From an optimization exercise on the open Yosys and OpenROAD flow, aimed at small area, a short achievable clock period and few clock cycles per item; shortcuts taken in it are not production practice.
Function was checked by simulation only, so behaviour that the tests miss may differ from the original.

### flow/config.mk
export PLATFORM = sky130hd
export DESIGN_NAME = marked_cell_distance
export DESIGN_NICKNAME = marked_cell_distance
export VERILOG_FILES = /design/flow/design.v
export SDC_FILE = /design/flow/constraint.sdc
export NUM_CORES = 4
export LEC_CHECK = 0
export ABC_CLOCK_PERIOD_IN_PS = 2500
export CAP_MARGIN = 10
export CORE_MARGIN = 2
export CORE_UTILIZATION = 40
export CTS_CLUSTER_DIAMETER = 80
export CTS_CLUSTER_SIZE = 30
export SETUP_SLACK_MARGIN = 3.8
export SLEW_MARGIN = 10
### flow/constraint.sdc
create_clock -name core_clock -period 6.5 [get_ports {aclk}]
set_input_delay 1.3000 -clock core_clock [delete_from_list [all_inputs] [get_ports {aclk}]]
set_output_delay 1.3000 -clock core_clock [all_outputs]
set_load 0.01 [all_outputs]
### flow/design.v
`timescale 1ns / 1ps
package mcd_pkg;
    localparam int PT_W   = 11;
    localparam int CHAR_W = 8;
    localparam int DIST_W = 14;
    localparam int N_W    = 28;               
    localparam int X_W    = 29;               
    localparam logic [CHAR_W-1:0] CHAR_NEWLINE = 8'd10;
    localparam logic [CHAR_W-1:0] CHAR_MARK    = 8'd42;
    localparam logic REG_POINT_COL = 1'b0;
    localparam logic REG_POINT_ROW = 1'b1;
endpackage
`timescale 1ns / 1ps
module mcd_front (
    input  logic                         aclk,
    input  logic                         aresetn,
    input  logic                         s_tready,
    input  logic                         s_tvalid,
    input  logic [mcd_pkg::CHAR_W-1:0]   s_tdata,
    input  logic                         cfg_wen,
    input  logic                         cfg_index,
    input  logic [mcd_pkg::PT_W-1:0]     cfg_data,
    output logic                         v_o,
    output logic                         nl_o,
    output logic                         sat_o,
    output logic                         w_acc_o,
    output logic [mcd_pkg::X_W-1:0]      x_o
);
    logic [mcd_pkg::PT_W-1:0] pcol_reg, prow_reg;
    logic [mcd_pkg::PT_W-1:0] col_reg, row_reg;     
    logic                     accept, is_nl, is_mark;
    logic [mcd_pkg::PT_W:0]   ex, ey, fx, fy;
    logic [mcd_pkg::PT_W-1:0] dx, dy;
    logic                     va_reg, vb_reg, vc_reg, vd_reg;
    logic                     nla_reg, nlb_reg, nlc_reg, nld_reg;
    logic [mcd_pkg::PT_W-1:0] dxa_reg, dya_reg;
    logic [23:0]              sb_reg, cb_reg, eb_reg;
    logic                     satd_reg;
    logic [27:0]              yc0_reg, yc1_reg;
    logic [mcd_pkg::N_W-1:0]  nd_reg;
    logic [23:0]              pp_s, pp_c, pp_e;
    logic [27:0]              n_full, y0, y1;
    assign accept  = s_tvalid && s_tready;
    assign is_nl   = (s_tdata == mcd_pkg::CHAR_NEWLINE);
    assign is_mark = (s_tdata == mcd_pkg::CHAR_MARK);
    assign ex = {1'b0, pcol_reg} - {1'b0, col_reg};
    assign fx = {1'b0, col_reg} - {1'b0, pcol_reg};
    assign ey = {1'b0, prow_reg} - {1'b0, row_reg};
    assign fy = {1'b0, row_reg} - {1'b0, prow_reg};
    assign dx = ex[mcd_pkg::PT_W] ? fx[mcd_pkg::PT_W-1:0] : ex[mcd_pkg::PT_W-1:0];
    assign dy = ey[mcd_pkg::PT_W] ? fy[mcd_pkg::PT_W-1:0] : ey[mcd_pkg::PT_W-1:0];
    mcd_sqsum u_sqsum (
        .a (dxa_reg),
        .b (dya_reg),
        .s (pp_s),
        .c (pp_c),
        .e (pp_e)
    );
    mcd_x25 u_x25 (
        .s  (sb_reg),
        .c  (cb_reg),
        .e  (eb_reg),
        .y0 (y0),
        .y1 (y1)
    );
    assign n_full = yc0_reg + yc1_reg;
    always_ff @(posedge aclk) begin
        if (!aresetn) begin
            pcol_reg <= '0;
            prow_reg <= '0;
            col_reg  <= 11'd1;
            row_reg  <= 11'd1;
            va_reg   <= 1'b0;
            vb_reg   <= 1'b0;
            vc_reg   <= 1'b0;
            vd_reg   <= 1'b0;
        end else begin
            if (cfg_wen) begin
                if (cfg_index == mcd_pkg::REG_POINT_COL) pcol_reg <= cfg_data;
                else                                     prow_reg <= cfg_data;
            end
            if (accept) begin
                if (is_nl) begin
                    col_reg <= 11'd1;
                    if (!row_reg[10]) row_reg <= row_reg + 11'd1;
                end else if (!col_reg[10]) begin
                    col_reg <= col_reg + 11'd1;
                end
            end
            va_reg <= accept && (is_nl || is_mark);
            vb_reg <= va_reg;
            vc_reg <= vb_reg;
            vd_reg <= vc_reg;
        end
    end
    always_ff @(posedge aclk) begin
        nla_reg <= is_nl;
        dxa_reg <= dx;
        dya_reg <= dy;
        nlb_reg <= nla_reg;
        sb_reg  <= pp_s;
        cb_reg  <= pp_c;
        eb_reg  <= pp_e;
        nlc_reg <= nlb_reg;
        yc0_reg <= y0;
        yc1_reg <= y1;
        nld_reg <= nlc_reg;
        nd_reg  <= {n_full[25:0], 2'b00};
        satd_reg <= |n_full[27:26];
    end
    assign w_acc_o = accept && (is_nl || is_mark);
    assign v_o  = vd_reg;
    assign nl_o = nld_reg;
    assign sat_o = satd_reg;
    assign x_o  = {1'b0, nd_reg};
endmodule
module mcd_sqsum (
    input  logic [10:0] a,
    input  logic [10:0] b,
    output logic [23:0] s,
    output logic [23:0] c,
    output logic [23:0] e
);
    logic w1, w2, w3, w4, w5, w6, w7, w8, w9, w10, w11, w12, w13, w14, w15, w16, w17, w18, w19, w20, w21, w22, w23, w24, w25, w26, w27, w28, w29, w30, w31, w32, w33, w34, w35, w36, w37, w38, w39, w40, w41, w42, w43, w44, w45, w46, w47, w48, w49, w50, w51, w52, w53, w54, w55, w56, w57, w58, w59, w60, w61, w62, w63, w64, w65, w66, w67, w68, w69, w70, w71, w72, w73, w74, w75, w76, w77, w78, w79, w80, w81, w82, w83, w84, w85, w86, w87, w88, w89, w90, w91, w92, w93, w94, w95, w96, w97, w98, w99, w100, w101, w102, w103, w104, w105, w106, w107, w108, w109, w110, w111, w112, w113, w114, w115, w116, w117, w118, w119, w120, w121, w122, w123, w124, w125, w126, w127, w128, w129, w130, w131, w132, w133, w134, w135, w136, w137, w138, w139, w140, w141, w142, w143, w144, w145, w146, w147, w148, w149, w150, w151, w152, w153, w154, w155, w156, w157, w158, w159, w160, w161, w162, w163, w164;
    assign w1 = (a[0] & a[7]) ^ (a[1] & a[6]);
    assign w2 = (a[0] & a[7]) & (a[1] & a[6]);
    assign w3 = (a[0] & a[9]) ^ (a[1] & a[8]) ^ (a[2] & a[7]);
    assign w4 = ((a[0] & a[9]) & (a[1] & a[8])) | ((a[0] & a[9]) & (a[2] & a[7])) | ((a[1] & a[8]) & (a[2] & a[7]));
    assign w5 = (a[3] & a[6]) ^ (a[4] & a[5]);
    assign w6 = (a[3] & a[6]) & (a[4] & a[5]);
    assign w7 = (a[0] & a[10]) ^ (a[1] & a[9]) ^ (a[2] & a[8]);
    assign w8 = ((a[0] & a[10]) & (a[1] & a[9])) | ((a[0] & a[10]) & (a[2] & a[8])) | ((a[1] & a[9]) & (a[2] & a[8]));
    assign w9 = (a[3] & a[7]) ^ (a[4] & a[6]);
    assign w10 = (a[3] & a[7]) & (a[4] & a[6]);
    assign w11 = (a[1] & a[10]) ^ (a[2] & a[9]) ^ (a[3] & a[8]);
    assign w12 = ((a[1] & a[10]) & (a[2] & a[9])) | ((a[1] & a[10]) & (a[3] & a[8])) | ((a[2] & a[9]) & (a[3] & a[8]));
    assign w13 = (a[4] & a[7]) ^ (a[5] & a[6]) ^ a[6];
    assign w14 = ((a[4] & a[7]) & (a[5] & a[6])) | ((a[4] & a[7]) & a[6]) | ((a[5] & a[6]) & a[6]);
    assign w15 = (b[1] & b[10]) ^ (b[2] & b[9]);
    assign w16 = (b[1] & b[10]) & (b[2] & b[9]);
    assign w17 = (a[2] & a[10]) ^ (a[3] & a[9]) ^ (a[4] & a[8]);
    assign w18 = ((a[2] & a[10]) & (a[3] & a[9])) | ((a[2] & a[10]) & (a[4] & a[8])) | ((a[3] & a[9]) & (a[4] & a[8]));
    assign w19 = (a[3] & a[10]) ^ (a[4] & a[9]) ^ (a[5] & a[8]);
    assign w20 = ((a[3] & a[10]) & (a[4] & a[9])) | ((a[3] & a[10]) & (a[5] & a[8])) | ((a[4] & a[9]) & (a[5] & a[8]));
    assign w21 = (a[0] & a[5]) ^ (a[1] & a[4]) ^ (a[2] & a[3]);
    assign w22 = ((a[0] & a[5]) & (a[1] & a[4])) | ((a[0] & a[5]) & (a[2] & a[3])) | ((a[1] & a[4]) & (a[2] & a[3]));
    assign w23 = (a[0] & a[6]) ^ (a[1] & a[5]);
    assign w24 = (a[0] & a[6]) & (a[1] & a[5]);
    assign w25 = w1 ^ (a[2] & a[5]) ^ (a[3] & a[4]);
    assign w26 = (w1 & (a[2] & a[5])) | (w1 & (a[3] & a[4])) | ((a[2] & a[5]) & (a[3] & a[4]));
    assign w27 = a[4] ^ (b[0] & b[7]) ^ (b[1] & b[6]);
    assign w28 = (a[4] & (b[0] & b[7])) | (a[4] & (b[1] & b[6])) | ((b[0] & b[7]) & (b[1] & b[6]));
    assign w29 = w2 ^ (a[0] & a[8]) ^ (a[1] & a[7]);
    assign w30 = (w2 & (a[0] & a[8])) | (w2 & (a[1] & a[7])) | ((a[0] & a[8]) & (a[1] & a[7]));
    assign w31 = (a[2] & a[6]) ^ (a[3] & a[5]) ^ (b[0] & b[8]);
    assign w32 = ((a[2] & a[6]) & (a[3] & a[5])) | ((a[2] & a[6]) & (b[0] & b[8])) | ((a[3] & a[5]) & (b[0] & b[8]));
    assign w33 = (b[1] & b[7]) ^ (b[2] & b[6]);
    assign w34 = (b[1] & b[7]) & (b[2] & b[6]);
    assign w35 = w3 ^ w5 ^ a[5];
    assign w36 = (w3 & w5) | (w3 & a[5]) | (w5 & a[5]);
    assign w37 = (b[0] & b[9]) ^ (b[1] & b[8]) ^ (b[2] & b[7]);
    assign w38 = ((b[0] & b[9]) & (b[1] & b[8])) | ((b[0] & b[9]) & (b[2] & b[7])) | ((b[1] & b[8]) & (b[2] & b[7]));
    assign w39 = (b[3] & b[6]) ^ (b[4] & b[5]) ^ b[5];
    assign w40 = ((b[3] & b[6]) & (b[4] & b[5])) | ((b[3] & b[6]) & b[5]) | ((b[4] & b[5]) & b[5]);
    assign w41 = w4 ^ w6 ^ w7;
    assign w42 = (w4 & w6) | (w4 & w7) | (w6 & w7);
    assign w43 = w9 ^ (b[0] & b[10]) ^ (b[1] & b[9]);
    assign w44 = (w9 & (b[0] & b[10])) | (w9 & (b[1] & b[9])) | ((b[0] & b[10]) & (b[1] & b[9]));
    assign w45 = (b[2] & b[8]) ^ (b[3] & b[7]) ^ (b[4] & b[6]);
    assign w46 = ((b[2] & b[8]) & (b[3] & b[7])) | ((b[2] & b[8]) & (b[4] & b[6])) | ((b[3] & b[7]) & (b[4] & b[6]));
    assign w47 = w8 ^ w10 ^ w11;
    assign w48 = (w8 & w10) | (w8 & w11) | (w10 & w11);
    assign w49 = w13 ^ w15 ^ (b[3] & b[8]);
    assign w50 = (w13 & w15) | (w13 & (b[3] & b[8])) | (w15 & (b[3] & b[8]));
    assign w51 = (b[4] & b[7]) ^ (b[5] & b[6]) ^ b[6];
    assign w52 = ((b[4] & b[7]) & (b[5] & b[6])) | ((b[4] & b[7]) & b[6]) | ((b[5] & b[6]) & b[6]);
    assign w53 = w12 ^ w14 ^ w16;
    assign w54 = (w12 & w14) | (w12 & w16) | (w14 & w16);
    assign w55 = w17 ^ (a[5] & a[7]) ^ (b[2] & b[10]);
    assign w56 = (w17 & (a[5] & a[7])) | (w17 & (b[2] & b[10])) | ((a[5] & a[7]) & (b[2] & b[10]));
    assign w57 = (b[3] & b[9]) ^ (b[4] & b[8]) ^ (b[5] & b[7]);
    assign w58 = ((b[3] & b[9]) & (b[4] & b[8])) | ((b[3] & b[9]) & (b[5] & b[7])) | ((b[4] & b[8]) & (b[5] & b[7]));
    assign w59 = w18 ^ w19 ^ (a[6] & a[7]);
    assign w60 = (w18 & w19) | (w18 & (a[6] & a[7])) | (w19 & (a[6] & a[7]));
    assign w61 = a[7] ^ (b[3] & b[10]) ^ (b[4] & b[9]);
    assign w62 = (a[7] & (b[3] & b[10])) | (a[7] & (b[4] & b[9])) | ((b[3] & b[10]) & (b[4] & b[9]));
    assign w63 = (b[5] & b[8]) ^ (b[6] & b[7]) ^ b[7];
    assign w64 = ((b[5] & b[8]) & (b[6] & b[7])) | ((b[5] & b[8]) & b[7]) | ((b[6] & b[7]) & b[7]);
    assign w65 = w20 ^ (a[4] & a[10]) ^ (a[5] & a[9]);
    assign w66 = (w20 & (a[4] & a[10])) | (w20 & (a[5] & a[9])) | ((a[4] & a[10]) & (a[5] & a[9]));
    assign w67 = (a[6] & a[8]) ^ (b[4] & b[10]) ^ (b[5] & b[9]);
    assign w68 = ((a[6] & a[8]) & (b[4] & b[10])) | ((a[6] & a[8]) & (b[5] & b[9])) | ((b[4] & b[10]) & (b[5] & b[9]));
    assign w69 = (a[5] & a[10]) ^ (a[6] & a[9]) ^ (a[7] & a[8]);
    assign w70 = ((a[5] & a[10]) & (a[6] & a[9])) | ((a[5] & a[10]) & (a[7] & a[8])) | ((a[6] & a[9]) & (a[7] & a[8]));
    assign w71 = a[8] ^ (b[5] & b[10]) ^ (b[6] & b[9]);
    assign w72 = (a[8] & (b[5] & b[10])) | (a[8] & (b[6] & b[9])) | ((b[5] & b[10]) & (b[6] & b[9]));
    assign w73 = (a[0] & a[3]) ^ (a[1] & a[2]) ^ a[2];
    assign w74 = ((a[0] & a[3]) & (a[1] & a[2])) | ((a[0] & a[3]) & a[2]) | ((a[1] & a[2]) & a[2]);
    assign w75 = (a[0] & a[4]) ^ (a[1] & a[3]);
    assign w76 = (a[0] & a[4]) & (a[1] & a[3]);
    assign w77 = w21 ^ a[3] ^ (b[0] & b[5]);
    assign w78 = (w21 & a[3]) | (w21 & (b[0] & b[5])) | (a[3] & (b[0] & b[5]));
    assign w79 = (b[1] & b[4]) ^ (b[2] & b[3]);
    assign w80 = (b[1] & b[4]) & (b[2] & b[3]);
    assign w81 = w22 ^ w23 ^ (a[2] & a[4]);
    assign w82 = (w22 & w23) | (w22 & (a[2] & a[4])) | (w23 & (a[2] & a[4]));
    assign w83 = (b[0] & b[6]) ^ (b[1] & b[5]) ^ (b[2] & b[4]);
    assign w84 = ((b[0] & b[6]) & (b[1] & b[5])) | ((b[0] & b[6]) & (b[2] & b[4])) | ((b[1] & b[5]) & (b[2] & b[4]));
    assign w85 = w24 ^ w25 ^ w27;
    assign w86 = (w24 & w25) | (w24 & w27) | (w25 & w27);
    assign w87 = (b[2] & b[5]) ^ (b[3] & b[4]) ^ b[4];
    assign w88 = ((b[2] & b[5]) & (b[3] & b[4])) | ((b[2] & b[5]) & b[4]) | ((b[3] & b[4]) & b[4]);
    assign w89 = w26 ^ w28 ^ w29;
    assign w90 = (w26 & w28) | (w26 & w29) | (w28 & w29);
    assign w91 = w31 ^ w33 ^ (b[3] & b[5]);
    assign w92 = (w31 & w33) | (w31 & (b[3] & b[5])) | (w33 & (b[3] & b[5]));
    assign w93 = w30 ^ w32 ^ w34;
    assign w94 = (w30 & w32) | (w30 & w34) | (w32 & w34);
    assign w95 = w35 ^ w37 ^ w39;
    assign w96 = (w35 & w37) | (w35 & w39) | (w37 & w39);
    assign w97 = w36 ^ w38 ^ w40;
    assign w98 = (w36 & w38) | (w36 & w40) | (w38 & w40);
    assign w99 = w41 ^ w43 ^ w45;
    assign w100 = (w41 & w43) | (w41 & w45) | (w43 & w45);
    assign w101 = w42 ^ w44 ^ w46;
    assign w102 = (w42 & w44) | (w42 & w46) | (w44 & w46);
    assign w103 = w47 ^ w49 ^ w51;
    assign w104 = (w47 & w49) | (w47 & w51) | (w49 & w51);
    assign w105 = w48 ^ w50 ^ w52;
    assign w106 = (w48 & w50) | (w48 & w52) | (w50 & w52);
    assign w107 = w53 ^ w55 ^ w57;
    assign w108 = (w53 & w55) | (w53 & w57) | (w55 & w57);
    assign w109 = w54 ^ w56 ^ w58;
    assign w110 = (w54 & w56) | (w54 & w58) | (w56 & w58);
    assign w111 = w59 ^ w61 ^ w63;
    assign w112 = (w59 & w61) | (w59 & w63) | (w61 & w63);
    assign w113 = w60 ^ w62 ^ w64;
    assign w114 = (w60 & w62) | (w60 & w64) | (w62 & w64);
    assign w115 = w65 ^ w67 ^ (b[6] & b[8]);
    assign w116 = (w65 & w67) | (w65 & (b[6] & b[8])) | (w67 & (b[6] & b[8]));
    assign w117 = w66 ^ w68 ^ w69;
    assign w118 = (w66 & w68) | (w66 & w69) | (w68 & w69);
    assign w119 = w71 ^ (b[7] & b[8]) ^ b[8];
    assign w120 = (w71 & (b[7] & b[8])) | (w71 & b[8]) | ((b[7] & b[8]) & b[8]);
    assign w121 = w70 ^ w72 ^ (a[6] & a[10]);
    assign w122 = (w70 & w72) | (w70 & (a[6] & a[10])) | (w72 & (a[6] & a[10]));
    assign w123 = (a[7] & a[9]) ^ (b[6] & b[10]) ^ (b[7] & b[9]);
    assign w124 = ((a[7] & a[9]) & (b[6] & b[10])) | ((a[7] & a[9]) & (b[7] & b[9])) | ((b[6] & b[10]) & (b[7] & b[9]));
    assign w125 = (a[7] & a[10]) ^ (a[8] & a[9]) ^ a[9];
    assign w126 = ((a[7] & a[10]) & (a[8] & a[9])) | ((a[7] & a[10]) & a[9]) | ((a[8] & a[9]) & a[9]);
    assign w127 = (b[7] & b[10]) ^ (b[8] & b[9]) ^ b[9];
    assign w128 = ((b[7] & b[10]) & (b[8] & b[9])) | ((b[7] & b[10]) & b[9]) | ((b[8] & b[9]) & b[9]);
    assign w129 = (a[0] & a[1]) ^ a[1];
    assign w130 = (a[0] & a[1]) & a[1];
    assign w131 = w73 ^ (b[0] & b[3]);
    assign w132 = w73 & (b[0] & b[3]);
    assign w133 = w74 ^ w75 ^ (b[0] & b[4]);
    assign w134 = (w74 & w75) | (w74 & (b[0] & b[4])) | (w75 & (b[0] & b[4]));
    assign w135 = w76 ^ w77 ^ w79;
    assign w136 = (w76 & w77) | (w76 & w79) | (w77 & w79);
    assign w137 = w78 ^ w80 ^ w81;
    assign w138 = (w78 & w80) | (w78 & w81) | (w80 & w81);
    assign w139 = w82 ^ w84 ^ w85;
    assign w140 = (w82 & w84) | (w82 & w85) | (w84 & w85);
    assign w141 = w86 ^ w88 ^ w89;
    assign w142 = (w86 & w88) | (w86 & w89) | (w88 & w89);
    assign w143 = w90 ^ w92 ^ w93;
    assign w144 = (w90 & w92) | (w90 & w93) | (w92 & w93);
    assign w145 = w94 ^ w96 ^ w97;
    assign w146 = (w94 & w96) | (w94 & w97) | (w96 & w97);
    assign w147 = w98 ^ w100 ^ w101;
    assign w148 = (w98 & w100) | (w98 & w101) | (w100 & w101);
    assign w149 = w102 ^ w104 ^ w105;
    assign w150 = (w102 & w104) | (w102 & w105) | (w104 & w105);
    assign w151 = w106 ^ w108 ^ w109;
    assign w152 = (w106 & w108) | (w106 & w109) | (w108 & w109);
    assign w153 = w110 ^ w112 ^ w113;
    assign w154 = (w110 & w112) | (w110 & w113) | (w112 & w113);
    assign w155 = w114 ^ w116 ^ w117;
    assign w156 = (w114 & w116) | (w114 & w117) | (w116 & w117);
    assign w157 = w118 ^ w120 ^ w121;
    assign w158 = (w118 & w120) | (w118 & w121) | (w120 & w121);
    assign w159 = w122 ^ w124 ^ w125;
    assign w160 = (w122 & w124) | (w122 & w125) | (w124 & w125);
    assign w161 = w126 ^ w128 ^ (a[8] & a[10]);
    assign w162 = (w126 & w128) | (w126 & (a[8] & a[10])) | (w128 & (a[8] & a[10]));
    assign w163 = (a[9] & a[10]) ^ a[10] ^ (b[9] & b[10]);
    assign w164 = ((a[9] & a[10]) & a[10]) | ((a[9] & a[10]) & (b[9] & b[10])) | (a[10] & (b[9] & b[10]));
    assign s = {1'b0, 1'b0, w164, w162, w160, w158, w156, w154, w152, w150, w148, w146, w144, w142, w140, w138, w136, w134, w132, w131, w130, w129, 1'b0, a[0]};
    assign c = {1'b0, 1'b0, 1'b0, w163, w161, w159, w157, w155, w153, w151, w149, w147, w145, w143, w141, w139, w137, w135, w133, (b[1] & b[2]), (a[0] & a[2]), (b[0] & b[1]), 1'b0, b[0]};
    assign e = {1'b0, 1'b0, 1'b0, b[10], (b[8] & b[10]), w127, w123, w119, w115, w111, w107, w103, w99, w95, w91, w87, w83, b[3], (b[1] & b[3]), b[2], (b[0] & b[2]), b[1], 1'b0, 1'b0};
endmodule
module mcd_x25 (
    input  logic [23:0] s,
    input  logic [23:0] c,
    input  logic [23:0] e,
    output logic [27:0] y0,
    output logic [27:0] y1
);
    logic w1, w2, w3, w4, w5, w6, w7, w8, w9, w10, w11, w12, w13, w14, w15, w16, w17, w18, w19, w20, w21, w22, w23, w24, w25, w26, w27, w28, w29, w30, w31, w32, w33, w34, w35, w36, w37, w38, w39, w40, w41, w42, w43, w44, w45, w46, w47, w48, w49, w50, w51, w52, w53, w54, w55, w56, w57, w58, w59, w60, w61, w62, w63, w64, w65, w66, w67, w68, w69, w70, w71, w72, w73, w74, w75, w76, w77, w78, w79, w80, w81, w82, w83, w84, w85, w86, w87, w88, w89, w90, w91, w92, w93, w94, w95, w96, w97, w98, w99, w100, w101, w102, w103, w104, w105, w106, w107, w108, w109, w110, w111, w112, w113, w114, w115, w116, w117, w118, w119, w120, w121, w122, w123, w124, w125, w126, w127, w128, w129, w130, w131, w132, w133, w134, w135, w136, w137, w138, w139, w140, w141, w142, w143, w144, w145, w146, w147, w148, w149, w150, w151, w152, w153, w154, w155, w156, w157, w158, w159, w160, w161, w162, w163, w164, w165, w166, w167, w168, w169, w170, w171, w172, w173, w174, w175, w176, w177, w178, w179, w180, w181, w182, w183, w184, w185, w186, w187, w188, w189, w190, w191, w192, w193, w194, w195, w196, w197, w198, w199, w200, w201, w202, w203, w204, w205, w206, w207, w208, w209, w210, w211, w212, w213, w214, w215, w216, w217, w218, w219, w220, w221, w222, w223, w224, w225, w226, w227, w228, w229, w230, w231, w232;
    assign w1 = s[0] ^ c[0] ^ e[0];
    assign w2 = (s[0] & c[0]) | (s[0] & e[0]) | (c[0] & e[0]);
    assign w3 = s[1] ^ c[1] ^ e[1];
    assign w4 = (s[1] & c[1]) | (s[1] & e[1]) | (c[1] & e[1]);
    assign w5 = s[2] ^ c[2] ^ e[2];
    assign w6 = (s[2] & c[2]) | (s[2] & e[2]) | (c[2] & e[2]);
    assign w7 = s[3] ^ c[3] ^ e[3];
    assign w8 = (s[3] & c[3]) | (s[3] & e[3]) | (c[3] & e[3]);
    assign w9 = s[4] ^ c[4] ^ e[4];
    assign w10 = (s[4] & c[4]) | (s[4] & e[4]) | (c[4] & e[4]);
    assign w11 = s[5] ^ c[5] ^ e[5];
    assign w12 = (s[5] & c[5]) | (s[5] & e[5]) | (c[5] & e[5]);
    assign w13 = s[6] ^ c[6] ^ e[6];
    assign w14 = (s[6] & c[6]) | (s[6] & e[6]) | (c[6] & e[6]);
    assign w15 = s[7] ^ c[7] ^ e[7];
    assign w16 = (s[7] & c[7]) | (s[7] & e[7]) | (c[7] & e[7]);
    assign w17 = s[8] ^ c[8] ^ e[8];
    assign w18 = (s[8] & c[8]) | (s[8] & e[8]) | (c[8] & e[8]);
    assign w19 = s[9] ^ c[9] ^ e[9];
    assign w20 = (s[9] & c[9]) | (s[9] & e[9]) | (c[9] & e[9]);
    assign w21 = s[10] ^ c[10] ^ e[10];
    assign w22 = (s[10] & c[10]) | (s[10] & e[10]) | (c[10] & e[10]);
    assign w23 = s[11] ^ c[11] ^ e[11];
    assign w24 = (s[11] & c[11]) | (s[11] & e[11]) | (c[11] & e[11]);
    assign w25 = s[12] ^ c[12] ^ e[12];
    assign w26 = (s[12] & c[12]) | (s[12] & e[12]) | (c[12] & e[12]);
    assign w27 = s[13] ^ c[13] ^ e[13];
    assign w28 = (s[13] & c[13]) | (s[13] & e[13]) | (c[13] & e[13]);
    assign w29 = s[14] ^ c[14] ^ e[14];
    assign w30 = (s[14] & c[14]) | (s[14] & e[14]) | (c[14] & e[14]);
    assign w31 = s[15] ^ c[15] ^ e[15];
    assign w32 = (s[15] & c[15]) | (s[15] & e[15]) | (c[15] & e[15]);
    assign w33 = s[16] ^ c[16] ^ e[16];
    assign w34 = (s[16] & c[16]) | (s[16] & e[16]) | (c[16] & e[16]);
    assign w35 = s[17] ^ c[17] ^ e[17];
    assign w36 = (s[17] & c[17]) | (s[17] & e[17]) | (c[17] & e[17]);
    assign w37 = s[18] ^ c[18] ^ e[18];
    assign w38 = (s[18] & c[18]) | (s[18] & e[18]) | (c[18] & e[18]);
    assign w39 = s[19] ^ c[19] ^ e[19];
    assign w40 = (s[19] & c[19]) | (s[19] & e[19]) | (c[19] & e[19]);
    assign w41 = s[20] ^ c[20] ^ e[20];
    assign w42 = (s[20] & c[20]) | (s[20] & e[20]) | (c[20] & e[20]);
    assign w43 = s[21] ^ c[21] ^ e[21];
    assign w44 = (s[21] & c[21]) | (s[21] & e[21]) | (c[21] & e[21]);
    assign w45 = s[22] ^ c[22] ^ e[22];
    assign w46 = (s[22] & c[22]) | (s[22] & e[22]) | (c[22] & e[22]);
    assign w47 = s[23] ^ c[23] ^ e[23];
    assign w48 = (s[23] & c[23]) | (s[23] & e[23]) | (c[23] & e[23]);
    assign w49 = w1 ^ w3;
    assign w50 = w1 & w3;
    assign w51 = w3 ^ w5 ^ w11;
    assign w52 = (w3 & w5) | (w3 & w11) | (w5 & w11);
    assign w53 = w2 ^ w4;
    assign w54 = w2 & w4;
    assign w55 = w5 ^ w7 ^ w13;
    assign w56 = (w5 & w7) | (w5 & w13) | (w7 & w13);
    assign w57 = w4 ^ w6 ^ w12;
    assign w58 = (w4 & w6) | (w4 & w12) | (w6 & w12);
    assign w59 = w7 ^ w9 ^ w15;
    assign w60 = (w7 & w9) | (w7 & w15) | (w9 & w15);
    assign w61 = w6 ^ w8 ^ w14;
    assign w62 = (w6 & w8) | (w6 & w14) | (w8 & w14);
    assign w63 = w9 ^ w11 ^ w17;
    assign w64 = (w9 & w11) | (w9 & w17) | (w11 & w17);
    assign w65 = w8 ^ w10 ^ w16;
    assign w66 = (w8 & w10) | (w8 & w16) | (w10 & w16);
    assign w67 = w11 ^ w13 ^ w19;
    assign w68 = (w11 & w13) | (w11 & w19) | (w13 & w19);
    assign w69 = w10 ^ w12 ^ w18;
    assign w70 = (w10 & w12) | (w10 & w18) | (w12 & w18);
    assign w71 = w13 ^ w15 ^ w21;
    assign w72 = (w13 & w15) | (w13 & w21) | (w15 & w21);
    assign w73 = w12 ^ w14 ^ w20;
    assign w74 = (w12 & w14) | (w12 & w20) | (w14 & w20);
    assign w75 = w15 ^ w17 ^ w23;
    assign w76 = (w15 & w17) | (w15 & w23) | (w17 & w23);
    assign w77 = w14 ^ w16 ^ w22;
    assign w78 = (w14 & w16) | (w14 & w22) | (w16 & w22);
    assign w79 = w17 ^ w19 ^ w25;
    assign w80 = (w17 & w19) | (w17 & w25) | (w19 & w25);
    assign w81 = w16 ^ w18 ^ w24;
    assign w82 = (w16 & w18) | (w16 & w24) | (w18 & w24);
    assign w83 = w19 ^ w21 ^ w27;
    assign w84 = (w19 & w21) | (w19 & w27) | (w21 & w27);
    assign w85 = w18 ^ w20 ^ w26;
    assign w86 = (w18 & w20) | (w18 & w26) | (w20 & w26);
    assign w87 = w21 ^ w23 ^ w29;
    assign w88 = (w21 & w23) | (w21 & w29) | (w23 & w29);
    assign w89 = w20 ^ w22 ^ w28;
    assign w90 = (w20 & w22) | (w20 & w28) | (w22 & w28);
    assign w91 = w23 ^ w25 ^ w31;
    assign w92 = (w23 & w25) | (w23 & w31) | (w25 & w31);
    assign w93 = w22 ^ w24 ^ w30;
    assign w94 = (w22 & w24) | (w22 & w30) | (w24 & w30);
    assign w95 = w25 ^ w27 ^ w33;
    assign w96 = (w25 & w27) | (w25 & w33) | (w27 & w33);
    assign w97 = w24 ^ w26 ^ w32;
    assign w98 = (w24 & w26) | (w24 & w32) | (w26 & w32);
    assign w99 = w27 ^ w29 ^ w35;
    assign w100 = (w27 & w29) | (w27 & w35) | (w29 & w35);
    assign w101 = w26 ^ w28 ^ w34;
    assign w102 = (w26 & w28) | (w26 & w34) | (w28 & w34);
    assign w103 = w29 ^ w31 ^ w37;
    assign w104 = (w29 & w31) | (w29 & w37) | (w31 & w37);
    assign w105 = w28 ^ w30 ^ w36;
    assign w106 = (w28 & w30) | (w28 & w36) | (w30 & w36);
    assign w107 = w31 ^ w33 ^ w39;
    assign w108 = (w31 & w33) | (w31 & w39) | (w33 & w39);
    assign w109 = w30 ^ w32 ^ w38;
    assign w110 = (w30 & w32) | (w30 & w38) | (w32 & w38);
    assign w111 = w33 ^ w35 ^ w41;
    assign w112 = (w33 & w35) | (w33 & w41) | (w35 & w41);
    assign w113 = w32 ^ w34 ^ w40;
    assign w114 = (w32 & w34) | (w32 & w40) | (w34 & w40);
    assign w115 = w35 ^ w37 ^ w43;
    assign w116 = (w35 & w37) | (w35 & w43) | (w37 & w43);
    assign w117 = w34 ^ w36 ^ w42;
    assign w118 = (w34 & w36) | (w34 & w42) | (w36 & w42);
    assign w119 = w37 ^ w39 ^ w45;
    assign w120 = (w37 & w39) | (w37 & w45) | (w39 & w45);
    assign w121 = w36 ^ w38 ^ w44;
    assign w122 = (w36 & w38) | (w36 & w44) | (w38 & w44);
    assign w123 = w39 ^ w41 ^ w47;
    assign w124 = (w39 & w41) | (w39 & w47) | (w41 & w47);
    assign w125 = w38 ^ w40 ^ w46;
    assign w126 = (w38 & w40) | (w38 & w46) | (w40 & w46);
    assign w127 = w41 ^ w43 ^ w40;
    assign w128 = (w41 & w43) | (w41 & w40) | (w43 & w40);
    assign w129 = w42 ^ w48;
    assign w130 = w42 & w48;
    assign w131 = w43 ^ w45 ^ w42;
    assign w132 = (w43 & w45) | (w43 & w42) | (w45 & w42);
    assign w133 = w45 ^ w47;
    assign w134 = w45 & w47;
    assign w135 = w49 ^ w9;
    assign w136 = w49 & w9;
    assign w137 = w50 ^ w51 ^ w53;
    assign w138 = (w50 & w51) | (w50 & w53) | (w51 & w53);
    assign w139 = w52 ^ w54 ^ w55;
    assign w140 = (w52 & w54) | (w52 & w55) | (w54 & w55);
    assign w141 = w56 ^ w58 ^ w59;
    assign w142 = (w56 & w58) | (w56 & w59) | (w58 & w59);
    assign w143 = w60 ^ w62 ^ w63;
    assign w144 = (w60 & w62) | (w60 & w63) | (w62 & w63);
    assign w145 = w64 ^ w66 ^ w67;
    assign w146 = (w64 & w66) | (w64 & w67) | (w66 & w67);
    assign w147 = w68 ^ w70 ^ w71;
    assign w148 = (w68 & w70) | (w68 & w71) | (w70 & w71);
    assign w149 = w72 ^ w74 ^ w75;
    assign w150 = (w72 & w74) | (w72 & w75) | (w74 & w75);
    assign w151 = w76 ^ w78 ^ w79;
    assign w152 = (w76 & w78) | (w76 & w79) | (w78 & w79);
    assign w153 = w80 ^ w82 ^ w83;
    assign w154 = (w80 & w82) | (w80 & w83) | (w82 & w83);
    assign w155 = w84 ^ w86 ^ w87;
    assign w156 = (w84 & w86) | (w84 & w87) | (w86 & w87);
    assign w157 = w88 ^ w90 ^ w91;
    assign w158 = (w88 & w90) | (w88 & w91) | (w90 & w91);
    assign w159 = w92 ^ w94 ^ w95;
    assign w160 = (w92 & w94) | (w92 & w95) | (w94 & w95);
    assign w161 = w96 ^ w98 ^ w99;
    assign w162 = (w96 & w98) | (w96 & w99) | (w98 & w99);
    assign w163 = w100 ^ w102 ^ w103;
    assign w164 = (w100 & w102) | (w100 & w103) | (w102 & w103);
    assign w165 = w104 ^ w106 ^ w107;
    assign w166 = (w104 & w106) | (w104 & w107) | (w106 & w107);
    assign w167 = w108 ^ w110 ^ w111;
    assign w168 = (w108 & w110) | (w108 & w111) | (w110 & w111);
    assign w169 = w112 ^ w114 ^ w115;
    assign w170 = (w112 & w114) | (w112 & w115) | (w114 & w115);
    assign w171 = w116 ^ w118 ^ w119;
    assign w172 = (w116 & w118) | (w116 & w119) | (w118 & w119);
    assign w173 = w120 ^ w122 ^ w123;
    assign w174 = (w120 & w122) | (w120 & w123) | (w122 & w123);
    assign w175 = w124 ^ w126 ^ w127;
    assign w176 = (w124 & w126) | (w124 & w127) | (w126 & w127);
    assign w177 = w128 ^ w130 ^ w131;
    assign w178 = (w128 & w130) | (w128 & w131) | (w130 & w131);
    assign w179 = w132 ^ w133 ^ w44;
    assign w180 = (w132 & w133) | (w132 & w44) | (w133 & w44);
    assign w181 = w134 ^ w47 ^ w46;
    assign w182 = (w134 & w47) | (w134 & w46) | (w47 & w46);
    assign w183 = w1 ^ w7;
    assign w184 = w1 & w7;
    assign w185 = w135 ^ w2 ^ w8;
    assign w186 = (w135 & w2) | (w135 & w8) | (w2 & w8);
    assign w187 = w136 ^ w137 ^ w10;
    assign w188 = (w136 & w137) | (w136 & w10) | (w137 & w10);
    assign w189 = w138 ^ w139 ^ w57;
    assign w190 = (w138 & w139) | (w138 & w57) | (w139 & w57);
    assign w191 = w140 ^ w141 ^ w61;
    assign w192 = (w140 & w141) | (w140 & w61) | (w141 & w61);
    assign w193 = w142 ^ w143 ^ w65;
    assign w194 = (w142 & w143) | (w142 & w65) | (w143 & w65);
    assign w195 = w144 ^ w145 ^ w69;
    assign w196 = (w144 & w145) | (w144 & w69) | (w145 & w69);
    assign w197 = w146 ^ w147 ^ w73;
    assign w198 = (w146 & w147) | (w146 & w73) | (w147 & w73);
    assign w199 = w148 ^ w149 ^ w77;
    assign w200 = (w148 & w149) | (w148 & w77) | (w149 & w77);
    assign w201 = w150 ^ w151 ^ w81;
    assign w202 = (w150 & w151) | (w150 & w81) | (w151 & w81);
    assign w203 = w152 ^ w153 ^ w85;
    assign w204 = (w152 & w153) | (w152 & w85) | (w153 & w85);
    assign w205 = w154 ^ w155 ^ w89;
    assign w206 = (w154 & w155) | (w154 & w89) | (w155 & w89);
    assign w207 = w156 ^ w157 ^ w93;
    assign w208 = (w156 & w157) | (w156 & w93) | (w157 & w93);
    assign w209 = w158 ^ w159 ^ w97;
    assign w210 = (w158 & w159) | (w158 & w97) | (w159 & w97);
    assign w211 = w160 ^ w161 ^ w101;
    assign w212 = (w160 & w161) | (w160 & w101) | (w161 & w101);
    assign w213 = w162 ^ w163 ^ w105;
    assign w214 = (w162 & w163) | (w162 & w105) | (w163 & w105);
    assign w215 = w164 ^ w165 ^ w109;
    assign w216 = (w164 & w165) | (w164 & w109) | (w165 & w109);
    assign w217 = w166 ^ w167 ^ w113;
    assign w218 = (w166 & w167) | (w166 & w113) | (w167 & w113);
    assign w219 = w168 ^ w169 ^ w117;
    assign w220 = (w168 & w169) | (w168 & w117) | (w169 & w117);
    assign w221 = w170 ^ w171 ^ w121;
    assign w222 = (w170 & w171) | (w170 & w121) | (w171 & w121);
    assign w223 = w172 ^ w173 ^ w125;
    assign w224 = (w172 & w173) | (w172 & w125) | (w173 & w125);
    assign w225 = w174 ^ w175 ^ w129;
    assign w226 = (w174 & w175) | (w174 & w129) | (w175 & w129);
    assign w227 = w176 ^ w177 ^ w44;
    assign w228 = (w176 & w177) | (w176 & w44) | (w177 & w44);
    assign w229 = w178 ^ w179 ^ w46;
    assign w230 = (w178 & w179) | (w178 & w46) | (w179 & w46);
    assign w231 = w180 ^ w181 ^ w48;
    assign w232 = (w180 & w181) | (w180 & w48) | (w181 & w48);
    assign y0 = {w230, w228, w226, w224, w222, w220, w218, w216, w214, w212, w210, w208, w206, w204, w202, w200, w198, w196, w194, w192, w190, w188, w186, w184, w183, w5, w3, w1};
    assign y1 = {w231, w229, w227, w225, w223, w221, w219, w217, w215, w213, w211, w209, w207, w205, w203, w201, w199, w197, w195, w193, w191, w189, w187, w185, w6, w4, w2, 1'b0};
endmodule
`timescale 1ns / 1ps
module mcd_sqrt_step #(
    parameter int K = 0
) (
    input  logic [mcd_pkg::X_W-1:0] x,
    input  logic [15:0]             un,
    output logic [mcd_pkg::X_W-1:0] y,
    output logic [15:0]             un_o
);
    localparam int RW = K + 5;      
    localparam int DW = K + 6;      
    logic [13:0]   qn;              
    logic [RW-1:0] rp;
    logic [DW-1:0] d1, d2, d3;
    logic [1:0]    dig;
    logic [K+2:0]  rn;
    logic [15:0]   unm, unp;
    assign qn = 14'(x >> (mcd_pkg::X_W - K)) | ~((14'd1 << K) - 14'd1);
    assign rp = x[mcd_pkg::X_W-1-K -: RW];
    assign d1 = DW'(rp) + DW'({2'b11, qn, 3'b111});     
    assign d2 = DW'(rp) + DW'({1'b1, qn, 4'b1100});     
    assign d3 = DW'(rp) + DW'({un, 3'b111});            
    assign unm = un - 16'd1;                            
    assign unp = un + 16'd1;                            
    always_comb begin
        if (!d3[DW-1]) begin
            dig  = 2'd3;
            rn   = d3[K+2:0];
            un_o = {unm[13:0], 2'b01};
        end else if (!d2[DW-1]) begin
            dig  = 2'd2;
            rn   = d2[K+2:0];
            un_o = {un[13:0], 2'b00};
        end else if (!d1[DW-1]) begin
            dig  = 2'd1;
            rn   = d1[K+2:0];
            un_o = {un[13:0], 2'b11};
        end else begin
            dig  = 2'd0;
            rn   = rp[K+2:0];
            un_o = {unp[13:0], 2'b10};
        end
    end
    assign y = (mcd_pkg::X_W'({qn, ~dig} & ((16'd1 << (K + 2)) - 16'd1)) << (mcd_pkg::X_W - 2 - K))
             | (mcd_pkg::X_W'(rn) << (24 - 2 * K))
             | (x & ((mcd_pkg::X_W'(1) << (24 - 2 * K)) - mcd_pkg::X_W'(1)));
endmodule
module mcd_sqrt_cell #(
    parameter int K = 0,
    parameter int N = 1
) (
    input  logic                     aclk,
    input  logic                     aresetn,
    input  logic                     v_i,
    input  logic                     nl_i,
    input  logic                     sat_i,
    input  logic [mcd_pkg::X_W-1:0]  x_i,
    input  logic [15:0]              un_i,
    output logic                     v_o,
    output logic                     nl_o,
    output logic                     sat_o,
    output logic [mcd_pkg::X_W-1:0]  x_o,
    output logic [15:0]              un_o
);
    logic                     v_reg, nl_reg, sat_reg;
    logic [mcd_pkg::X_W-1:0]  x_reg, x_next;
    localparam int KO = K + 2 * N;      
    logic [KO+1:0]                 un_reg;
    logic [N:0][mcd_pkg::X_W-1:0]  xs;
    logic [N:0][15:0]              uns;
    assign xs[0]  = x_i;
    assign uns[0] = un_i;
    for (genvar j = 0; j < N; j++) begin : g_step
        mcd_sqrt_step #(.K(K + 2 * j)) u_step (
            .x    (xs[j]),
            .un   (uns[j]),
            .y    (xs[j+1]),
            .un_o (uns[j+1])
        );
    end
    assign x_next = xs[N];
    always_ff @(posedge aclk) begin
        if (!aresetn) v_reg <= 1'b0;
        else          v_reg <= v_i;
    end
    always_ff @(posedge aclk) begin
        nl_reg <= nl_i;
        sat_reg <= sat_i;
        x_reg  <= x_next;
        un_reg <= uns[N][KO+1:0];
    end
    assign v_o  = v_reg;
    assign nl_o = nl_reg;
    assign sat_o = sat_reg;
    assign x_o  = x_reg;
    assign un_o = 16'(un_reg) | ~((16'd1 << (KO + 2)) - 16'd1);
endmodule
`timescale 1ns / 1ps
module mcd_out #(
    parameter int QN = 7,                  
    parameter int QB = (QN > 1) ? $clog2(QN) : 1
) (
    input  logic                        aclk,
    input  logic                        aresetn,
    input  logic                        w_acc,       
    input  logic                        v_i,
    input  logic                        nl_i,
    input  logic                        sat_i,       
    input  logic [mcd_pkg::X_W-1:0]     x_i,
    input  logic                        m_tready,
    output logic                        s_tready,
    output logic                        m_tvalid,
    output logic [15:0]                 m_tdata,
    output logic [0:0]                  m_tuser
);
    localparam int CW = $clog2(QN + 2);
    logic [13:0]   q, q1;
    logic [14:0]   r;
    logic          up;
    logic [14:0]   word_next, word;    
    logic          wv_reg;
    logic          h_valid, rdy_reg, take, h_free;
    logic [14:0]   h_word;
    logic [14:0]   mem [QN];
    logic [QB-1:0] wp, rp;
    logic [QB:0]   qcnt;
    logic [CW-1:0] cnt, cnt_next;
    logic          q_empty, push, pop;
    assign q  = ~x_i[28:15];             
    assign r  = x_i[14:0];
    assign q1 = q + 14'd1;
    assign up = (r > {1'b0, q});
    always_comb begin
        if (nl_i)                       word_next = {1'b1, 14'd0};
        else if (sat_i || (up && (&q))) word_next = {1'b0, 14'h3FFF};
        else if (up)                    word_next = {1'b0, q1};
        else                            word_next = {1'b0, q};
    end
    always_ff @(posedge aclk) begin
        if (!aresetn) wv_reg <= 1'b0;
        else          wv_reg <= v_i;
    end
    always_ff @(posedge aclk) begin
        word <= word_next;
    end
    assign take    = h_valid && m_tready;
    assign h_free  = !h_valid || take;
    assign q_empty = (qcnt == '0);
    assign pop     = h_free && !q_empty;
    assign push    = wv_reg && !(h_free && q_empty);
    always_comb begin
        cnt_next = cnt;
        if (w_acc && !take)      cnt_next = cnt + CW'(1);
        else if (!w_acc && take) cnt_next = cnt - CW'(1);
    end
    always_ff @(posedge aclk) begin
        if (!aresetn) begin
            h_valid <= 1'b0;
            rdy_reg <= 1'b1;
            cnt     <= '0;
            wp      <= '0;
            rp      <= '0;
            qcnt    <= '0;
        end else begin
            if (h_free) h_valid <= wv_reg || !q_empty;
            rdy_reg <= (cnt_next <= CW'(QN));
            cnt     <= cnt_next;
            if (push) wp <= (wp == QB'(QN - 1)) ? '0 : wp + QB'(1);
            if (pop)  rp <= (rp == QB'(QN - 1)) ? '0 : rp + QB'(1);
            if (push && !pop)      qcnt <= qcnt + (QB+1)'(1);
            else if (pop && !push) qcnt <= qcnt - (QB+1)'(1);
        end
    end
    always_ff @(posedge aclk) begin
        if (h_free) h_word <= q_empty ? word : mem[rp];
        if (push)   mem[wp] <= word;
    end
    assign s_tready = rdy_reg;
    assign m_tvalid = h_valid;
    assign m_tdata  = {2'b00, h_word[13:0]};
    assign m_tuser  = h_word[14];
endmodule
`timescale 1ns / 1ps
module marked_cell_distance #(
    parameter int MAX_COLS = 1024,
    parameter int MAX_ROWS = 1024
) (
    input  logic                        aclk,
    input  logic                        aresetn,
    input  logic                        s_tvalid,
    output logic                        s_tready,
    input  logic [7:0]                  s_tdata,    
    output logic                        m_tvalid,
    input  logic                        m_tready,
    output logic [15:0]                 m_tdata,    
    output logic [0:0]                  m_tuser,    
    input  logic                        cfg_wen,
    input  logic                        cfg_index,
    input  logic [mcd_pkg::PT_W-1:0]    cfg_data
);
    localparam int NS = 6;     
    logic                                w_acc;
    logic [NS:0]                         v_c, nl_c, sat_c;
    logic [NS:0][mcd_pkg::X_W-1:0]       x_c;
    logic [NS:0][15:0]                   un_c;
    assign un_c[0] = ~16'd1;    
    mcd_front u_front (
        .aclk      (aclk),
        .aresetn   (aresetn),
        .s_tready  (s_tready),
        .s_tvalid  (s_tvalid),
        .s_tdata   (s_tdata),
        .cfg_wen   (cfg_wen),
        .cfg_index (cfg_index),
        .cfg_data  (cfg_data),
        .v_o       (v_c[0]),
        .nl_o      (nl_c[0]),
        .sat_o     (sat_c[0]),
        .w_acc_o   (w_acc),
        .x_o       (x_c[0])
    );
    for (genvar i = 0; i < NS; i++) begin : g_cell
        mcd_sqrt_cell #(
            .K ((i == 0) ? 0 : 2 * i + 2),
            .N ((i == 0) ? 2 : 1)
        ) u_cell (
            .aclk    (aclk),
            .aresetn (aresetn),
            .v_i     (v_c[i]),
            .nl_i    (nl_c[i]),
            .sat_i   (sat_c[i]),
            .x_i     (x_c[i]),
            .un_i    (un_c[i]),
            .v_o     (v_c[i+1]),
            .nl_o    (nl_c[i+1]),
            .sat_o   (sat_c[i+1]),
            .x_o     (x_c[i+1]),
            .un_o    (un_c[i+1])
        );
    end
    mcd_out u_out (
        .aclk     (aclk),
        .aresetn  (aresetn),
        .v_i      (v_c[NS]),
        .nl_i     (nl_c[NS]),
        .sat_i    (sat_c[NS]),
        .x_i      (x_c[NS]),
        .m_tready (m_tready),
        .w_acc    (w_acc),
        .s_tready (s_tready),
        .m_tvalid (m_tvalid),
        .m_tdata  (m_tdata),
        .m_tuser  (m_tuser)
    );
endmodule
### flow/run.sh
#!/bin/bash
# synth_recipe.tcl (not shown) runs the flow's synth.tcl, then flattens the netlist and writes it again
# the make line also repeats each setting of config.mk as NAME=value (left out here)
make -C /OpenROAD-flow-scripts/flow DESIGN_CONFIG=/design/flow/config.mk WORK_HOME=/design/flow/orfs CLKGATE_MAP_FILE= SYNTH_SCRIPT=/design/flow/synth_recipe.tcl finish
==> run notes <==
worst max-delay path by stage:
stage,start,end,depth (start not counted)
after floorplan,s_tdata[2],u_front.row_reg[9],6
after global placement,m_tready,u_out.mem[3][12],6
after detailed placement,m_tready,u_out.mem[3][12],6
after CTS,m_tready,u_out.qcnt[0],8
after global routing,g_cell[3].u_cell.x_reg[16],g_cell[4].u_cell.un_reg[12],10
final,g_cell[3].u_cell.x_reg[16],g_cell[4].u_cell.un_reg[8],10
critical path, delay by kind of cell, from the launching register on:
family / cells / cell delay [ns]
flops: 1 / 0.38
fa+ha+maj: 1 / 0.25
xor+xnor: 1 / 0.14
simple gates: 4 / 1.10
buf+inv: 1 / 0.15
compound gates: 3 / 0.60
metrics by stage:
stage | cell area, sq um
2_1_floorplan | 33400
6_report | 37400
5_1_grt | 37400
3_3_place_gp | 34800
3_5_place_dp | 34800
4_1_cts | 36500
placed cells by master (no fill, tap or decap), types with 78 or more instances in the layout:
cell	instances
sky130_fd_sc_hd__inv_1	325
sky130_fd_sc_hd__xnor2_1	130
sky130_fd_sc_hd__fa_1	152
sky130_fd_sc_hd__o21ai_0	136
sky130_fd_sc_hd__dfxtp_1	424
sky130_fd_sc_hd__ha_1	260
sky130_fd_sc_hd__a21oi_1	180
sky130_fd_sc_hd__xor2_1	80
sky130_fd_sc_hd__edfxtp_1	120
sky130_fd_sc_hd__buf_4	78
sky130_fd_sc_hd__and2_1	121
sky130_fd_sc_hd__nor2_1	147
sky130_fd_sc_hd__nand2_1	235
routing by layer:
metal	global-route usage	part of all wire	up-vias
li1	-	-	11600
met1	0.219	0.46	10900
met2	0.284	0.48	349
met3	0.0157	0.032	86
met4	0.0384	0.024	0
met5	0	0	-
area by class of cell:
cell class                      count  share of cell area
Clock inverter                     20             0.00853
Timing Repair Buffer              131              0.0307
Tap cell                         1070              0.0358
Sequential cell                   599               0.356
Clock buffer                       36              0.0212
Inverter                          333              0.0336
Multi-Input combinational cell   2282               0.514
timing repair:
| item | CTS | global route |
|---|---|---|
| resized for setup | 118 | 141 |
| buffers inserted | 21 | 53 |
| gates cloned | 1 | 3 |
| endpoints found under the setup margin | 175 | 135 |
| pin swaps | 14 | 57 |
kinds of logic (layout without fill, tap and decap cells):
group,count (synthesis),in the layout
flip-flops,599,599
other,1,2
multiplexers,78,78
XOR/XNOR,210,210
adder cells (fa/ha/maj),438,438
AND/OR/NAND/NOR,830,830
AO/OA/AOI/OAI,723,724
buffers and inverters,435,520
==> run notes <==
Setup path
The worst setup path is launched from a flip-flop. STA classifies the critical path endpoint as a flip-flop. Of all nets on the critical path, the largest fanout is 6.

The path type of the worst setup path is flip-flop to flip-flop. For the worst setup path, the data required time is 7.09 ns. The startpoint identified for the worst register-to-register timing path is g_cell[3].u_cell.x_reg[16]. On the worst path, the slowest cell contributes a delay of 0.47 ns. At the worst endpoint, the arrival time is 3.26 ns. Walking the worst path, the cells encountered are ha_4 > a21o_1 > a211o_1 > or3_4 > nor3_4 > nor2_2 > buf_6 > or4_4 > o21ai_2 > xor2_1. The worst register-to-register path ends at g_cell[4].u_cell.un_reg[8]. The setup check on the worst reg-to-reg path leaves a slack of 3.82 ns. The critical path's slowest cell is sky130_fd_sc_hd__or4_4. Counting cells, the worst reg-to-reg path comes to 10.

Synth
By instance count, the leading cell after synthesis is sky130_fd_sc_hd__dfxtp_1. After synthesis, the most frequently instantiated cells are sky130_fd_sc_hd__dfxtp_1, sky130_fd_sc_hd__inv_1, sky130_fd_sc_hd__ha_1. Of the total synthesized cell area, the portion taken by full adders, half adders and majority gates is 0.201.

The simple-gate area share of the yosys netlist is 0.125. For this run, the number of Yosys warnings is 15. The mux share of post-synthesis cell area is 0.0292. The fraction of the mapped netlist area in compound gates came to 0.143. After synthesis, the mean cell area works out to 10.0 sq um.

The share of the Yosys chip area taken by registers is 0.396. In the synthesized netlist, the number of instances is 3314. Of the total synthesized cell area, the portion taken by XOR and XNOR cells is 0.0552.

Synthesis inferred 599 register bits. The fraction of registers with async set or reset after synthesis is 0. The unique cell type count in the Yosys netlist is 95.

Yosys mapped a number of flops with a built-in enable equal to 120. Yosys attributes the largest share of cell area to sky130_fd_sc_hd__dfxtp_1, sky130_fd_sc_hd__edfxtp_1, sky130_fd_sc_hd__ha_1, sky130_fd_sc_hd__fa_1, sky130_fd_sc_hd__inv_1. The synthesized design spends more area on one cell type than any other, namely sky130_fd_sc_hd__dfxtp_1.

The most used flip-flop cell after synthesis is sky130_fd_sc_hd__dfxtp_1. The combinational family with the most area after synthesis is adder cells. The top cell type's share of synthesized area is 0.288. The mapped cell area is 33300 sq um.

Global routing
The number of global-route vias before repair is 22100. For this run, the total global-route usage over all layers was measured as 0.163. The first global-routing pass estimated 115000 um of wire. The number of antenna violations at the first check in global routing is 0.

The global-route congestion overflow total is 0. The maximum number of pins on one net before global-route repair is 68.

Die
The area of the core is 82200 sq um. The die height is 293 um. Row generation in the floorplan step produced 105 rows. The die covers 85600 sq um. The width of the chip is 293 um.

The initial core utilization is 0.405. The number of top-level design ports is 44.

Clock tree
TritonCTS built the clock tree. The number of clock sinks is 599. For the worst-skew pair, the clock arrives at the later sink with an insertion delay of 0.66 ns. The number of hold buffers added after CTS was 0. The number of buffers inserted during clock tree synthesis is 31. The worst-case clock buffer depth is 3. The clock root buffer is sky130_fd_sc_hd__clkbuf_16. The post-CTS clock slew at the launch and capture registers of the worst setup and hold paths is 0.11 ns.

The CTS H-tree depth is 1.

Place
The total placed cells including tap cells is 4337. The global placer's final weighted congestion is 0.863. The worst setup slack before clock tree synthesis is 2.97 ns. The half-perimeter wire length after detailed placement is 53800 um. In this run the tool buffered the top-level ports with 41 buffer cells.

Finish
Compared with the post-synthesis result, the final layout area differs by 12.4%. The total number of nets in the final design is 3841. The area taken by multi-input logic gates is 19200 sq um. The number of flip-flops in the largest register is 163. The number of fillers in the final layout is 7748. The post-route non-filler standard cell count is 4471. The share of final-layout standard cells stronger than drive strength 1 is 0.112. The number of antenna repair diodes is 0. The combined flip-flop and latch cell area is 13300 sq um.

At the end of the flow the core is filled with cells to 0.455.

STA
The setup TNS is 0 ns. The final number of hold-violating endpoints is 0. Setup violations remaining at the end of the flow were counted as 0. The number of pins exceeding their max-slew limit in the final report is 0. The fraction of the cycle the final worst path needs is 0.412. In the post-route analysis, the smallest setup slack over all paths is 3.82 ns. The worst path in the final design needs a cycle of 2.68 ns, including I/O delays and setup. Across all hold checks on the routed design, the worst slack comes to 0.310 ns. For this run, the top clock speed supported by timing is 0.374 GHz. Setup repair after global routing could not meet its margin everywhere. The clock skew after layout is 0.0420 ns. The transition at the pin with the smallest max-transition slack is 1.08 ns.

The tightest slew margin relative to the limit is 0.281.

Drt
The via total after detailed routing is 22900. The detailed-routing iteration count for the pre-antenna-repair pass is 5. In the final routed layout, each cell accounts on average for 16.1 um. The aggregate routed wire length is 71900 um.

The vias per cell is 5.13. Once detail routing completed, the nets flagged for antenna violations numbered 0. The remaining design rule violation count is 0. The starting DRC count in detailed routing is 1270.

Min path
The worst hold path begins at g_cell[1].u_cell.nl_reg. The worst hold path cell count is 0. The path class of the tightest hold or removal check is flip-flop to flip-flop.

The endpoint with the worst hold slack is g_cell[2].u_cell.nl_reg.

Run status
The run finished with no timing, DRC or antenna violations.

Job
The tool flagged a number of max-cap violations equal to 0.
Testbench counts, summed over its fixed seeds: cycles 32,176, items 32,000.

-- afterwards: timing with drivers on the ports --
Ports are ideal in the flow. The routed layout listed here was re-timed in OpenROAD. Step 1 sets driving cells, clkbuf_16 on the clock port and buf_2 on the other inputs (assumed; they add their load-dependent delay and slew). Step 2 also shifts input and output timing later by t, the mid clock arrival at the registers, as if the neighbouring blocks saw the same clock. Slacks: no drivers / after step 1 / after step 2; pairs: no drivers / after step 1.
t (ns): 0.704
setup WS [ns]: 3.823 / 3.778 / 3.203
hold WS [ns]: 0.310 / 0.310 / 0.310
After both steps this run still meets setup and hold. The setup slack of this run moves by -0.045 ns with the drivers and by -0.620 ns with both steps.
